What follows belongs to an exercise in optimizing a design on an open flow for a short achievable clock period and few clock cycles; a production flow would make more cautious choices.
No functional check of the RTL was part of any run shown here.
No activity file was given, so power comes from the tool's default toggle rates.

===== flow/config.mk =====
export PLATFORM = sky130hd
export DESIGN_NAME = mipsPipe
export DESIGN_NICKNAME = mipsPipe
export VERILOG_FILES = /design/flow/design.v
export SDC_FILE = /design/flow/constraint.sdc
export NUM_CORES = 4
export LEC_CHECK = 0
export CAP_MARGIN = 20
export CORE_MARGIN = 2
export CORE_UTILIZATION = 40
export SLEW_MARGIN = 20

===== flow/constraint.sdc =====
create_clock -name core_clock -period 7.0 [get_ports {clk}]
set_input_delay 1.4000 -clock core_clock [delete_from_list [all_inputs] [get_ports {clk}]]
set_output_delay 1.4000 -clock core_clock [all_outputs]
set_load 0.01 [all_outputs]

===== flow/design.v =====
package mipsPkg;
	typedef struct packed {
		logic [5:0] op;
		logic [4:0] rs;
		logic [4:0] rt;
		logic [4:0] rd;
		logic [4:0] shamt;
		logic [5:0] funct;
	} rFields;
	typedef struct packed {
		logic [5:0] op;
		logic [4:0] rs;
		logic [4:0] rt;
		logic [15:0] imm;
	} iFields;
	typedef struct packed {
		logic [5:0] op;
		logic [25:0] target;
	} jFields;
	typedef union packed {
		rFields rFmt;
		iFields iFmt;
		jFields jFmt;
	} instrWord;
	typedef logic [2:0] aluCode;
	typedef enum logic [1:0] {
		fwdReg = 2'b00,
		fwdWb  = 2'b01,
		fwdMem = 2'b10
	} fwdSel;
	typedef struct packed {
		logic regWrite;
		logic memToReg;
		logic memWrite;
		logic aluSrc;
		logic regDst;
		logic branch;
		logic jump;
		aluCode aluCtl;
	} ctrlSig;
	typedef struct packed {
		logic stallF;
		logic stallD;
		logic flushD;
		logic flushE;
		logic fwdAD;
		logic fwdBD;
		fwdSel fwdAE;
		fwdSel fwdBE;
	} hazardCtl;
	typedef struct packed {
		logic [32-1:0] addr;
		logic [32-1:0] wdata;
		logic we;
	} memReq;
	typedef struct packed {
		instrWord instr;
		logic [32-1:0] pcPlus4;
	} ifIdReg;
	typedef struct packed {
		ctrlSig ctrl;
		logic [32-1:0] srcA;
		logic [32-1:0] srcB;
		logic [32-1:0] signImm;
		logic [4:0] rs;
		logic [4:0] rt;
		logic [4:0] rd;
	} idExReg;
	typedef struct packed {
		ctrlSig ctrl;
		logic [32-1:0] aluOut;
		logic [32-1:0] writeData;
		logic [4:0] writeReg;
	} exMemReg;
	typedef struct packed {
		ctrlSig ctrl;
		logic [32-1:0] readData;
		logic [32-1:0] aluOut;
		logic [4:0] writeReg;
	} memWbReg;
endpackage
`timescale 1ns/10ps
module regFile (
	input  logic clk,
	input  logic writeEn,
	input  logic [4:0] readAddrA,
	input  logic [4:0] readAddrB,
	input  logic [4:0] writeAddr,
	input  logic [32-1:0] writeData,
	output logic [32-1:0] readDataA,
	output logic [32-1:0] readDataB
);
	logic [32-1:0] regs [1:32-1];
	always_ff @(posedge clk) begin
		if (writeEn) begin
			regs[writeAddr] <= writeData;
		end
	end
	assign readDataA = (readAddrA == 5'd0) ? '0 : regs[readAddrA];
	assign readDataB = (readAddrB == 5'd0) ? '0 : regs[readAddrB];
endmodule
`timescale 1ns/10ps
module controlUnit (
	input  logic [31:0] instr,
	input  logic valid,
	output logic regWrite,
	output logic memToReg,
	output logic memWrite,
	output logic branch,
	output logic aluSrc,
	output logic sub,
	output logic selArith,
	output logic selAnd,
	output logic selOr,
	output logic selSlt,
	output logic usesRt,
	output logic [4:0] writeReg
);
	logic [5:0] op;
	logic [5:0] funct;
	logic isR, isLw, isSw, isBeq, isAddi;
	logic fAdd, fSub, fAnd, fOr, fSlt, functOk;
	assign op = instr[31:26];
	assign funct = instr[5:0];
	assign isR = op == 6'b000000;
	assign isLw = op == 6'b100011;
	assign isSw = op == 6'b101011;
	assign isBeq = op == 6'b000100;
	assign isAddi = op == 6'b001000;
	assign fAdd = funct == 6'b100000;
	assign fSub = funct == 6'b100010;
	assign fAnd = funct == 6'b100100;
	assign fOr = funct == 6'b100101;
	assign fSlt = funct == 6'b101010;
	assign functOk = fAdd || fSub || fAnd || fOr || fSlt;
	assign writeReg = isR ? instr[15:11] : instr[20:16];
	assign regWrite = valid && ((isR && functOk) || isLw || isAddi) && (writeReg != 5'd0);
	assign memToReg = valid && isLw && (writeReg != 5'd0);
	assign memWrite = valid && isSw;
	assign branch = valid && isBeq;
	assign aluSrc = !isR;
	assign sub = isR && (fSub || fSlt);
	assign selAnd = isR && fAnd;
	assign selOr = isR && fOr;
	assign selSlt = isR && fSlt;
	assign selArith = !(isR && (fAnd || fOr || fSlt));
	assign usesRt = isR || isSw || isBeq;
endmodule
`timescale 1ns/10ps
module aluUnit (
	input  logic [32-1:0] a,
	input  logic [32-1:0] b,
	input  logic sub,
	input  logic selArith,
	input  logic selAnd,
	input  logic selOr,
	input  logic selSlt,
	output logic [32-1:0] y
);
	logic [32-1:0] sum;
	logic lt;
	assign sum = a + (sub ? ~b : b) + {31'd0, sub};
	assign lt = (a[31] != b[31]) ? a[31] : sum[31];
	assign y = ({32{selArith}} & sum) | ({32{selAnd}} & (a & b)) |
		({32{selOr}} & (a | b)) | {31'd0, selSlt & lt};
endmodule
`timescale 1ns/10ps
module mipsPipe (
	input  logic clk,
	input  logic reset,
	output logic [32-1:0] imemAddr,
	input  logic [32-1:0] imemData,
	output logic [32-1:0] dmemAddr,
	output logic [32-1:0] dmemWdata,
	output logic dmemWe,
	input  logic [32-1:0] dmemRdata
);
	logic [31:0] pc;
	logic [31:0] pcPlus4F;
	logic jumpF;
	logic dValid;
	logic [31:0] dInstr;
	logic [31:0] dPcPlus4;
	logic eRegWrite, eMemToReg, eMemWrite, eBranch;
	logic eAluSrc, eSub, eSelArith, eSelAnd, eSelOr, eSelSlt;
	logic eFwdA, eFwdB;
	logic [31:0] eA, eB, eImm, eBrTarget;
	logic [4:0] eWReg;
	logic mRegWrite, mMemToReg, mMemWrite;
	logic [31:0] mAlu, mWData;
	logic [4:0] mWReg;
	logic loadStall;
	logic redirectE;
	assign imemAddr = pc;
	assign pcPlus4F = pc + 32'd4;
	assign jumpF = imemData[31:26] == 6'b000010;
	always_ff @(posedge clk) begin
		if (reset) begin
			pc <= '0;
		end else if (redirectE) begin
			pc <= eBrTarget;
		end else if (!loadStall) begin
			pc <= jumpF ? {pcPlus4F[31:28], imemData[25:0], 2'b00} : pcPlus4F;
		end
	end
	always_ff @(posedge clk) begin
		if (reset || redirectE) begin
			dValid <= 1'b0;
		end else if (!loadStall) begin
			dValid <= !jumpF;
		end
	end
	always_ff @(posedge clk) begin
		if (!loadStall) begin
			dInstr <= imemData;
			dPcPlus4 <= pcPlus4F;
		end
	end
	logic [4:0] rsD, rtD, wRegD;
	logic regWriteD, memToRegD, memWriteD, branchD, aluSrcD, subD;
	logic selArithD, selAndD, selOrD, selSltD, usesRtD;
	logic [31:0] rfA, rfB, srcAD, srcBD, immD, resultM;
	assign rsD = dInstr[25:21];
	assign rtD = dInstr[20:16];
	controlUnit ctl (
		.instr(dInstr),
		.valid(dValid),
		.regWrite(regWriteD),
		.memToReg(memToRegD),
		.memWrite(memWriteD),
		.branch(branchD),
		.aluSrc(aluSrcD),
		.sub(subD),
		.selArith(selArithD),
		.selAnd(selAndD),
		.selOr(selOrD),
		.selSlt(selSltD),
		.usesRt(usesRtD),
		.writeReg(wRegD)
	);
	assign resultM = mMemToReg ? dmemRdata : mAlu;
	regFile rf (
		.clk(clk),
		.writeEn(mRegWrite),
		.readAddrA(rsD),
		.readAddrB(rtD),
		.writeAddr(mWReg),
		.writeData(resultM),
		.readDataA(rfA),
		.readDataB(rfB)
	);
	assign srcAD = (mRegWrite && mWReg == rsD) ? resultM : rfA;
	assign srcBD = (mRegWrite && mWReg == rtD) ? resultM : rfB;
	assign immD = {{16{dInstr[15]}}, dInstr[15:0]};
	assign loadStall = dValid && eMemToReg &&
		((eWReg == rsD) || (usesRtD && eWReg == rtD));
	always_ff @(posedge clk) begin
		if (reset || redirectE || loadStall) begin
			eRegWrite <= 1'b0;
			eMemToReg <= 1'b0;
			eMemWrite <= 1'b0;
			eBranch <= 1'b0;
		end else begin
			eRegWrite <= regWriteD;
			eMemToReg <= memToRegD;
			eMemWrite <= memWriteD;
			eBranch <= branchD;
		end
	end
	always_ff @(posedge clk) begin
		eAluSrc <= aluSrcD;
		eSub <= subD;
		eSelArith <= selArithD;
		eSelAnd <= selAndD;
		eSelOr <= selOrD;
		eSelSlt <= selSltD;
		eFwdA <= eRegWrite && eWReg == rsD;
		eFwdB <= eRegWrite && eWReg == rtD;
		eA <= srcAD;
		eB <= srcBD;
		eImm <= immD;
		eBrTarget <= dPcPlus4 + {immD[29:0], 2'b00};
		eWReg <= wRegD;
	end
	logic [31:0] aE, bE, opBE, aluE;
	assign aE = eFwdA ? mAlu : eA;
	assign bE = eFwdB ? mAlu : eB;
	assign opBE = eAluSrc ? eImm : bE;
	aluUnit alu (
		.a(aE),
		.b(opBE),
		.sub(eSub),
		.selArith(eSelArith),
		.selAnd(eSelAnd),
		.selOr(eSelOr),
		.selSlt(eSelSlt),
		.y(aluE)
	);
	assign redirectE = eBranch && (aE == bE);
	always_ff @(posedge clk) begin
		if (reset) begin
			mRegWrite <= 1'b0;
			mMemToReg <= 1'b0;
			mMemWrite <= 1'b0;
		end else begin
			mRegWrite <= eRegWrite;
			mMemToReg <= eMemToReg;
			mMemWrite <= eMemWrite;
		end
	end
	always_ff @(posedge clk) begin
		mAlu <= aluE;
		mWData <= bE;
		mWReg <= eWReg;
	end
	assign dmemAddr = mAlu;
	assign dmemWdata = mWData;
	assign dmemWe = mMemWrite;
endmodule

===== flow/run.sh =====
#!/bin/bash
# synth_recipe.tcl (not shown) runs the flow's synth.tcl, then flattens the netlist and writes it again
# the make line also repeats each setting of config.mk as NAME=value (left out here)
make -C /OpenROAD-flow-scripts/flow DESIGN_CONFIG=/design/flow/config.mk WORK_HOME=/design/flow/orfs CLKGATE_MAP_FILE= SYNTH_SCRIPT=/design/flow/synth_recipe.tcl finish

==> summary.txt, run 1 <==
GRT
  – Top Usage Layer GRT: met2
  – GR Util met1: 31.73%
  – Largest net degree at the start of global routing: 126
  – Gr usage total: 22.90%
  – Met3 GRT Util: roughly 4.9%
  – Initial antenna violation count: 2
  – Vias in the first global route: 36.24k
  – Grt ovf: 0
  – First-pass GRT wire length: 259,800 um
  – M2 GR Usage: 36.24%

Logic synthesis
  – Dominant synthesized flop cell: edfxtp_1
  – YS warnings: 2
  – Post-Synth Adder-Cell Area: 1.428%
  – Largest area contributor in the netlist: edfxtp_1
  – Yosys top cell area share: between 50 and 60%
  – Avg Cell Area, Syn: 16.55 um^2
  – Synth async-reset ratio: 0%
  – Seq cells post-synth: 1,300
  – Synth Area in XOR/XNOR: 2.436%
  – Net count after synthesis: about 3.9k
  – Yosys cell types: 81
  – Mux cell area share after synthesis: 25.30%
  – Largest family of logic cells by synthesized area: multiplexers
  – EDFF count, synth: 1,056
  – Mapped Area: 61,490 um^2
  – Post-Synthesis Cells: 3,715
  – Synth Area in Simple Gates: 3.575%
  – Seq/Total Area, Yosys: between 50% and 60%
  – Top post-synthesis cells by area: edfxtp_1, mux4_2, dfxtp_1, mux2i_1, xnor2_1
  – Synth Area in Compound Gates: approximately 5.5%

Clock network
  – CTS tree: done
  – Post-CTS Hold Fix Bufs: 0
  – Worst-Skew Late Latency: around 800 ps
  – Clk sinks: ~1.3k
  – Root buf cell: clkbuf_16
  – Cts repair resizes: 0
  – Total CTS buffers: 141
  – Clk buf depth: 3
  – Post-CTS setup buffer count: 0
  – Htree depth: 4
  – Clock transition at path regs: 60 ps

Route
  – Vias per cell: 6.049
  – Detailed-route via count: 36.26k
  – Antenna viol nets, final: 0
  – Iteration-0 DRC Markers: approximately 3.8k
  – Post-DR wirelength/cell: 30.17 um
  – # DRC: 0
  – DRT Wirelength: roughly 180,000 um
  – Drt pass-1 iters: 5

Die
  – Die W: 396.1 um
  – # rows: 143
  – Starting density of the core: 40.39%
  – CORE AREA: 152,300 um^2
  – Top Ports: 163
  – Die Area: 156,900 um^2
  – Die height: between 300 and 400 um

STA
  – Least-Margin Pin Slew: 1185 ps
  – Final setup violation count: 0
  – Slew Viols, Final: 0
  – Tcrit/Tclk final: about 69%
  – Rel. slew slack: 18.71%
  – Setup TNS: 0 ps
  – Unrepaired setup endpoints after global routing: no
  – Final hold viol count: 0
  – Crit path time final: roughly 4800 ps
  – Clock skew: roughly 28 ps
  – Max frequency: 207.8 MHz

Placed design
  – DP Wirelength: ~110,000 um
  – Final RePlAce weighted congestion: roughly 0.91
  – # port buffers: 162
  – DP Cell Count: between 5k and 6k

Critical path
  – Worst setup SP type: register
  – Critical Path RT: 7650 ps
  – Critical path arrival: 5460 ps
  – Worst Reg-to-Reg Cells: 14
  – RR Endpoint: mAlu[28]
  – Crit path max fanout: 36
  – Crit-path max cell delay: about 1000 ps
  – CP endpoint kind: register
  – FF-to-FF setup slack: around 2200 ps
  – Slowest CP cell: dfxtp_2
  – Worst Setup SP: eFwdB
  – Crit Reg-Reg Startpoint: eFwdB
  – Crit path kind: register to register
  – Critical path, cell by cell: mux2_2 > mux2i_1 > xnor2_1 > inv_1 > fa_1 > nand2b_1 > a21oi_1 > o211a_1 > o21ai_2 > o311ai_2 > a31oi_1 > o21ai_0 > nor2_1 > or4_1

Cells and area
  – Share of cells above drive strength 1: 24.88%
  – Post-route insts no fill: 5,994
  – Commonest non-fill, non-tap cell in the layout: edfxtp_1
  – Area Overhead vs Synth: 14.09%
  – Most frequent cells in the layout: edfxtp_1, mux4_2, dfxtp_1, mux2i_1, clkdlybuf4s50_1
  – # nets final: about 4.0k

Power
  – Pwr Density: around 280 nW/um^2
  – Leakage power: around 23 nW
  – VDD IR max: 0.0002170 V
  – Pwr Total: 19.53 mW

Min path
  – Worst hold path stage count: 0
  – Hold Path Sink: eBrTarget[1]
  – Worst min-delay path category: register to register
  – Hold Crit Start: dPcPlus4[1]

Status
  – Status: finished clean

Run
  – Max Cap Viol: 0
stage by stage:
step | util [%] | hold slack [ps] | cell area, um^2 | setup WS [ps]
2_1_floorplan | - | 323.3 | 61490 | 3040
3_3_place_gp | 43.10 | 330.2 | 65630 | 2297
3_5_place_dp | 43.10 | 335.5 | 65630 | 2287
4_1_cts | 46.07 | 350.3 | 70150 | 2253
5_1_grt | 46.08 | 352.2 | 70160 | 1901
6_report | 46.08 | 349.8 | 70160 | 2189
state kept, by name, indices dropped and copies added (netlist names), 5 cells and up, named ones only:
signal	cells
dPcPlus4	32
eB	32
eBrTarget	32
eImm	16
pc	32
eA	32
mAlu	32
mWReg	5
eWReg	5
dInstr	32
rf.regs	992
mWData	32
Yosys cell counts (9+ instances only):
cell	number
o211ai_1	16
nor2_1	185
o221ai_1	12
inv_1	84
nand2b_1	12
edfxtp_1	1056
clkbuf_1	135
buf_2	58
buf_1	45
a211oi_1	74
dfxtp_1	244
or3_1	9
a21oi_1	144
a21o_1	32
nand2_1	100
nand3_1	44
a211o_1	10
o21bai_1	9
o21a_1	11
mux2_2	69
xnor2_1	97
o22ai_1	68
ha_1	67
nor4_1	17
nand3b_1	9
nand4_1	24
mux4_2	554
nor2b_1	11
o21ai_0	92
mux2i_1	222
nor3_1	14
xor2_1	74
metal layers:
| layer | part of all wire [%] | vias up |
|---|---|---|
| met3 | 8.4 | 274 |
| met1 | 42 | 18964 |
| li1 | - | 15426 |
| met4 | 2.6 | 0 |
| met2 | 47 | 1592 |
| met5 | 0 | - |
worst max path at each step:
stage	end	cells past startpoint
CTS	mAlu[28]	14
floorplan	mAlu[28]	16
global placement	mAlu[28]	14
global route	mAlu[28]	14
detailed placement	mAlu[28]	14
finish	mAlu[28]	14
critical path: cells and delay by family (launching register included):
family                     cells  cell delay [ps]
xor gates and xnor gates       1              190
AOI/OAI and AO/OA              6             1440
muxes                          2              710
and+or+nand+nor                3              760
DFF                            1             1030
adders and majority gates      1              430
buffers and inverters          1               90
logic make-up (layout without fill, tap and decap cells):
family                     after synthesis  after routing
AOI/OAI and AO/OA                      524            524
xor gates and xnor gates               171            171
adders and majority gates               69             69
buffers and inverters                  334            582
DFF                                   1300           1300
muxes                                  850            850
other                                    0              1
and+or+nand+nor                        467            467
power by group:
part | switching (mW) | total [mW] | internal, mW
Combinational | 1.71 | 2.65 | 0.944
Sequential | 0.309 | 9.53 | 9.22
Clock | 3.13 | 7.35 | 4.21
Total | 5.15 | 19.5 | 14.4
layout make-up:
cell class / instances / area [um^2]
multi-input cells: 2081 / 23790
well taps: 2030 / 2540
clock inverters: 75 / 660.6
fillers: 13007 / 82100
inverters: 85 / 319.1
clock buffers: 183 / 3862
diodes: 1 / 2.502
repair buffers: 239 / 2350
flip-flops and latches: 1300 / 36640
==> inputs of run 2 (changes only) <==
--- a/flow/design.v
+++ b/flow/design.v
@@ -184,25 +184,91 @@
 	logic eRegWrite, eMemToReg, eMemWrite, eBranch;
 	logic eAluSrc, eSub, eSelArith, eSelAnd, eSelOr, eSelSlt;
 	logic eFwdA, eFwdB;
-	logic [31:0] eA, eB, eImm, eBrTarget;
+	logic [31:0] eA, eB, eImm;
 	logic [4:0] eWReg;
 	logic mRegWrite, mMemToReg, mMemWrite;
 	logic [31:0] mAlu, mWData;
 	logic [4:0] mWReg;
 	logic loadStall;
 	logic redirectE;
+	localparam int BHT_BITS = 6;
+	localparam int FST_BITS = 4;
+	logic beqF;
+	logic predF;
+	logic [31:0] jTargetF;
+	logic [31:0] bTargetF;
+	logic [31:0] immF;
+	logic [BHT_BITS-1:0] bhtIdxF;
+	logic [1:0] bht [1 << BHT_BITS];
+	logic ePred;
+	logic [BHT_BITS-1:0] eBhtIdx;
+	logic [31:0] eRecover;
+	logic takenE;
+	logic fstValid [1 << FST_BITS];
+	logic [31:FST_BITS+2] fstTag [1 << FST_BITS];
+	logic [31:2] fstTarget [1 << FST_BITS];
+	logic [FST_BITS-1:0] fstIdxF;
+	logic [FST_BITS-1:0] fstWIdx;
+	logic fstHitF;
 	assign imemAddr = pc;
 	assign pcPlus4F = pc + 32'd4;
 	assign jumpF = imemData[31:26] == 6'b000010;
+	assign beqF = imemData[31:26] == 6'b000100;
+	assign immF = {{16{imemData[15]}}, imemData[15:0]};
+	assign jTargetF = {pcPlus4F[31:28], imemData[25:0], 2'b00};
+	assign bTargetF = pcPlus4F + {immF[29:0], 2'b00};
+	assign bhtIdxF = pc[BHT_BITS+1:2];
+	assign predF = beqF && ((imemData[25:21] == imemData[20:16]) || bht[bhtIdxF][1]);
+	assign fstIdxF = pcPlus4F[FST_BITS+1:2];
+	assign fstHitF = fstValid[fstIdxF] && fstTag[fstIdxF] == pcPlus4F[31:FST_BITS+2];
 	always_ff @(posedge clk) begin
 		if (reset) begin
 			pc <= '0;
 		end else if (redirectE) begin
-			pc <= eBrTarget;
+			pc <= eRecover;
 		end else if (!loadStall) begin
-			pc <= jumpF ? {pcPlus4F[31:28], imemData[25:0], 2'b00} : pcPlus4F;
+			if (jumpF) begin
+				pc <= jTargetF;
+			end else if (predF) begin
+				pc <= bTargetF;
+			end else if (fstHitF) begin
+				pc <= {fstTarget[fstIdxF], 2'b00};
+			end else begin
+				pc <= pcPlus4F;
+			end
 		end
 	end
+	assign fstWIdx = pc[FST_BITS+1:2];
+	always_ff @(posedge clk) begin
+		if (reset) begin
+			for (int i = 0; i < (1 << FST_BITS); i++) begin
+				fstValid[i] <= 1'b0;
+			end
+		end else if (jumpF) begin
+			fstValid[fstWIdx] <= 1'b1;
+		end
+	end
+	always_ff @(posedge clk) begin
+		if (jumpF) begin
+			fstTag[fstWIdx] <= pc[31:FST_BITS+2];
+			fstTarget[fstWIdx] <= jTargetF[31:2];
+		end
+	end
+	always_ff @(posedge clk) begin
+		if (reset) begin
+			for (int i = 0; i < (1 << BHT_BITS); i++) begin
+				bht[i] <= 2'b01;
+			end
+		end else if (eBranch) begin
+			if (takenE && bht[eBhtIdx] != 2'b11) begin
+				bht[eBhtIdx] <= bht[eBhtIdx] + 2'd1;
+			end else if (!takenE && bht[eBhtIdx] != 2'b00) begin
+				bht[eBhtIdx] <= bht[eBhtIdx] - 2'd1;
+			end
+		end
+	end
+	logic dPred;
+	logic [BHT_BITS-1:0] dBhtIdx;
 	always_ff @(posedge clk) begin
 		if (reset || redirectE) begin
 			dValid <= 1'b0;
@@ -214,6 +280,8 @@
 		if (!loadStall) begin
 			dInstr <= imemData;
 			dPcPlus4 <= pcPlus4F;
+			dPred <= predF;
+			dBhtIdx <= bhtIdxF;
 		end
 	end
 	logic [4:0] rsD, rtD, wRegD;
@@ -279,7 +347,9 @@
 		eA <= srcAD;
 		eB <= srcBD;
 		eImm <= immD;
-		eBrTarget <= dPcPlus4 + {immD[29:0], 2'b00};
+		eRecover <= dPred ? dPcPlus4 : dPcPlus4 + {immD[29:0], 2'b00};
+		ePred <= dPred;
+		eBhtIdx <= dBhtIdx;
 		eWReg <= wRegD;
 	end
 	logic [31:0] aE, bE, opBE, aluE;
@@ -296,7 +366,8 @@
 		.selSlt(eSelSlt),
 		.y(aluE)
 	);
-	assign redirectE = eBranch && (aE == bE);
+	assign takenE = aE == bE;
+	assign redirectE = eBranch && (takenE != ePred);
 	always_ff @(posedge clk) begin
 		if (reset) begin
 			mRegWrite <= 1'b0;
--- a/flow/config.mk
+++ b/flow/config.mk
@@ -5,7 +5,9 @@
 export SDC_FILE = /design/flow/constraint.sdc
 export NUM_CORES = 4
 export LEC_CHECK = 0
+export ABC_CLOCK_PERIOD_IN_PS = 2500
 export CAP_MARGIN = 20
 export CORE_MARGIN = 2
 export CORE_UTILIZATION = 40
+export SETUP_SLACK_MARGIN = 4.3
 export SLEW_MARGIN = 20
==> summary.txt, run 2 <==
Critical path
  – Critical path arrival: 5630 ps (was 5460 ps)
  – Worst path bufs/invs: 5 (was 1)
  – Critical Path Most Common Cell: buf_4
  – Crit path max fanout: 5 (was 36)
  – CP endpoint kind: register (unchanged)
  – Critical path, cell by cell: buf_12 > nand4_1 > buf_4 > buf_4 > nor3_1 > nand3b_1 > xnor2_2 > xnor2_1 > nor4_1 > nor4b_4 > nand3_4 > buf_4 > buf_6 > o21ai_2 > a21oi_2 > a22o_1 (was mux2_2 > mux2i_1 > xnor2_1 > inv_1 > fa_1 > nand2b_1 > a21oi_1 > o211a_1 > o21ai_2 > o311ai_2 > a31oi_1 > o21ai_0 > nor2_1 > or4_1)
  – Crit path kind: register to register (unchanged)
  – Critical Path RT: 7800 ps (was 7650 ps)
  – Crit-path max cell delay: 800 ps (was 1030 ps)
  – Worst setup SP type: register (unchanged)
  – CP top delay family: simple AND/OR/NAND/NOR gates (was compound AO/OA/AOI/OAI gates)
  – Slowest CP cell: nor3_1 (was dfxtp_2)

Route
  – # DRC: 0 (unchanged)
  – Met2 wire length: 182,400 um (was 85,570 um)
  – Antenna viol nets, final: 0 (unchanged)
  – Detailed-route via count: 69.93k (was 36.26k)
  – Top Layer Used: met5 (was met4)
  – Wire length on met3: 39,440 um (was 15,250 um)
  – Post-DR wirelength/cell: 35.21 um (was 30.17 um)
  – DRT Wirelength: 390,600 um (was 180,800 um)
  – Drt pass-1 iters: 7 (was 5)
  – WL met1: 144,600 um (was 75,280 um)
  – Vias per cell: 6.305 (was 6.049)
  – Iteration-0 DRC Markers: 9,763 (was 3,784)

Clock network
  – Clk buf depth: 3 (unchanged)
  – Clock transition at path regs: 70 ps (was 60 ps)
  – Clk sinks: 2,360 (was 1,300)
  – Total CTS buffers: 241 (was 141)
  – Worst-Skew Late Latency: 960 ps (was 780 ps)
  – Post-CTS Hold Fix Bufs: 0 (unchanged)
  – CTS tree: done (unchanged)
  – Htree depth: 4 (unchanged)
  – Root buf cell: clkbuf_16 (unchanged)

GRT
  – First-pass GRT wire length: 522,500 um (was 259,800 um)
  – Gr usage total: 27.21% (was 22.90%)
  – Initial antenna violation count: 25 (was 2)
  – Vias in the first global route: 67.55k (was 36.24k)
  – Largest net degree at the start of global routing: 75 (was 126)
  – Grt ovf: 0 (unchanged)

Power
  – Leakage power: 46.21 nW (was 23.25 nW)
  – Pwr Density: 255.6 nW/um^2 (was 278.4 nW/um^2)
  – VDD IR max: 0.0002942 V (was 0.0002170 V)

Logic synthesis
  – Avg Cell Area, Syn: 16.81 um^2 (was 16.55 um^2)
  – Seq cells post-synth: 2,360 (was 1,300)
  – Most numerous cell in the Yosys netlist: edfxtp_1 (unchanged)
  – YS warnings: 2 (unchanged)
  – Net count after synthesis: 6,500 (was 3,850)
  – Mapped Area: 106,400 um^2 (was 61,490 um^2)
  – Synth async-reset ratio: 0% (unchanged)
  – Yosys cell types: 89 (was 81)
  – Seq/Total Area, Yosys: 64.01% (was 59.51%)
  – Largest area contributor in the netlist: edfxtp_1 (unchanged)
  – Most frequent cells after synthesis: edfxtp_1, mux4_2, nand2_1 (was edfxtp_1, mux4_2, dfxtp_1)
  – EDFF count, synth: 2,087 (was 1,056)
  – Post-Synthesis Cells: 6,331 (was 3,715)
  – Dominant synthesized flop cell: edfxtp_1 (unchanged)
  – Yosys top cell area share: 58.87% (was 51.57%)
  – Top post-synthesis cells by area: edfxtp_1, mux4_2, dfxtp_1, mux2i_1, nand2_1 (was edfxtp_1, mux4_2, dfxtp_1, mux2i_1, xnor2_1)

Die
  – Top Ports: 163 (unchanged)
  – Starting density of the core: 40.19% (was 40.39%)
  – Die Area: 270,300 um^2 (was 156,900 um^2)
  – # rows: 189 (was 143)
  – Die W: 519.9 um (was 396.1 um)
  – Die height: 519.9 um (was 396.1 um)
  – CORE AREA: 264,900 um^2 (was 152,300 um^2)

Placed design
  – Place WS: 1435 ps (was 2287 ps)
  – DP Wirelength: 204,000 um (was 105,800 um)
  – # port buffers: 162 (unchanged)
  – Final RePlAce weighted congestion: 0.9714 (was 0.9111)

STA
  – Max frequency: 207.4 MHz (was 207.8 MHz)
  – Slew Viols, Final: 0 (unchanged)
  – Crit path time final: 4822 ps (was 4811 ps)
  – Final hold viol count: 0 (unchanged)
  – Final setup violation count: 0 (unchanged)
  – Clock skew: 127.5 ps (was 27.71 ps)
  – Unrepaired setup endpoints after global routing: yes (was no)
  – Final WS setup: 2178 ps (was 2189 ps)
  – Setup TNS: 0 ps (unchanged)
  – Tcrit/Tclk final: 68.88% (was 68.73%)
  – Rel. slew slack: 9.690% (was 18.71%)
  – Least-Margin Pin Slew: 1351 ps (was 1185 ps)

Cells and area
  – # nets final: 7,512 (was 3,983)
  – Top reg by flops: rf.regs (unchanged)
  – Largest registers: rf.regs x992, fstTarget x480, fstTag x416
  – Commonest non-fill, non-tap cell in the layout: edfxtp_1 (unchanged)
  – Max reg flops: 992 (unchanged)
  – Share of cells above drive strength 1: 42.53% (was 24.88%)
  – Layout Utilization: 52.07% (was 46.08%)
  – Area Overhead vs Synth: 29.57% (was 14.09%)
  – Most frequent cells in the layout: edfxtp_1, mux4_2, buf_4, nand2_1, clkbuf_16 (was edfxtp_1, mux4_2, dfxtp_1, mux2i_1, clkdlybuf4s50_1)

Status
  – Status: finished clean (unchanged)

Min path
  – Worst min-delay path category: register to register (unchanged)

Run
  – Max Cap Viol: 0 (unchanged)
[run 2: changes by cell type after synthesis, moves of 43 or more]
cell	change
a21oi_1	+44
and3_1	+46
buf_1	+56
clkbuf_1	+108
edfxtp_1	+1031
mux2_2	+49
mux4_2	+249
nand2_1	+277
nand3_1	+43
nor2_1	+137
o21bai_1	+64
[run 2: repair_timing]
item                                    4_1_cts  5_1_grt
endpoints found under the setup margin     2418     1868
cloned                                       97       58
resized for setup                          1485      646
buffers inserted                            508      166
pin swaps                                   133      142
[run 2: worst register-to-register path, delay by kind of cell (launching register included)]
family	cells	cell delay (ps)
compound gates	3	710
xor+xnor	2	620
buf+inv	5	800
flops	1	360
simple gates	6	2200
[run 2: per-layer routing]
layer / track usage [%] / vias up
met5: 0 / -
met4: 13.46 / 20
met3: 5.453 / 1043
met2: 42.69 / 4360
met1: 36.24 / 36686
li1: - / 27824
[run 2: layout make-up]
type | instances | area, um^2
diodes | 9 | 22.52
clock buffers | 292 | 6369
clock inverters | 158 | 1707
fillers | 20710 | 126900
inverters | 111 | 514.2
multi-input cells | 3492 | 41370
flip-flops and latches | 2360 | 68510
well taps | 3533 | 4420
repair buffers | 1130 | 14960
repair inverters | 7 | 48.80
[run 2: report_power, final]
| part | internal [mW] | switching, mW | total [mW] | leakage, nW |
|---|---|---|---|---|
| clock network | 7.36 | 5.78 | 13.1 | 3.90 |
| logic | 2.26 | 3.34 | 5.61 | 21.0 |
| registers | 16.2 | 0.333 | 16.5 | 21.3 |
[run 2: worst paths after layout]
path               from         end  slack, ps  cells past startpoint
max              pc[15]       pc[0]       2180                     16
min          dBhtIdx[5]  eBhtIdx[5]        270                      0
max reg2reg      pc[15]       pc[0]       2180                     16
min reg2reg  dBhtIdx[5]  eBhtIdx[5]        270                      0
[run 2: stage by stage]
step | cells | hold WS (ps) | power (mW) | area [um^2]
2_1_floorplan | 6331 | 323.3 | 19.16 | 107600
3_3_place_gp | 9804 | 330.3 | 20.96 | 113500
3_5_place_dp | 9804 | 332.9 | 21.01 | 113500
4_1_cts | 10859 | 268.1 | 34.86 | 132600
5_1_grt | 11086 | 297.3 | 36.11 | 137900
6_report | 11092 | 267.1 | 35.25 | 137900
[run 2: kinds of logic after synthesis]
logic type               count (synthesis)  share of synthesized area (%)
buffers and inverters                  512                          1.941
AND/OR/NAND/NOR                       1115                          4.905
AO/OA/AOI/OAI                          833                          5.142
adder cells (fa/ha/maj)                103                          1.232
flip-flops                            2360                          64.01
multiplexers                          1174                          20.76
XOR/XNOR                               234                          2.015

[port drivers added, routing unchanged]
The results above use ideal ports. As a check the final layouts listed here were re-extracted and re-timed, cells and wires unchanged.
Step 1: set_driving_cell puts a clkbuf_16 on clk and a buf_2 on each other input, an assumption about the parent block.
Step 2 times the ports against the registers' clock, not the clock port: input delays grow and output delays shrink by t, the midpoint of the rising clock arrivals with the driver on.
Three values: ideal, step 1, step 2; two values: the first two.
| run | t (ns) | setup WS [ns] | hold slack, ns | clock arrival spread, ns |
|---|---|---|---|---|
| run 1 | 0.849 | 2.189 / 2.189 / 2.189 | 0.350 / 0.350 / 0.350 | 0.031 / 0.030 |
| run 2 | 0.994 | 2.178 / 2.178 / 2.107 | 0.267 / 0.267 / 0.267 | 0.146 / 0.146 |
After both steps setup and hold are still met in every run listed. The setup slack of run 2, which loses most, moves by 0.000 ns with the drivers and by -0.071 ns with both steps.
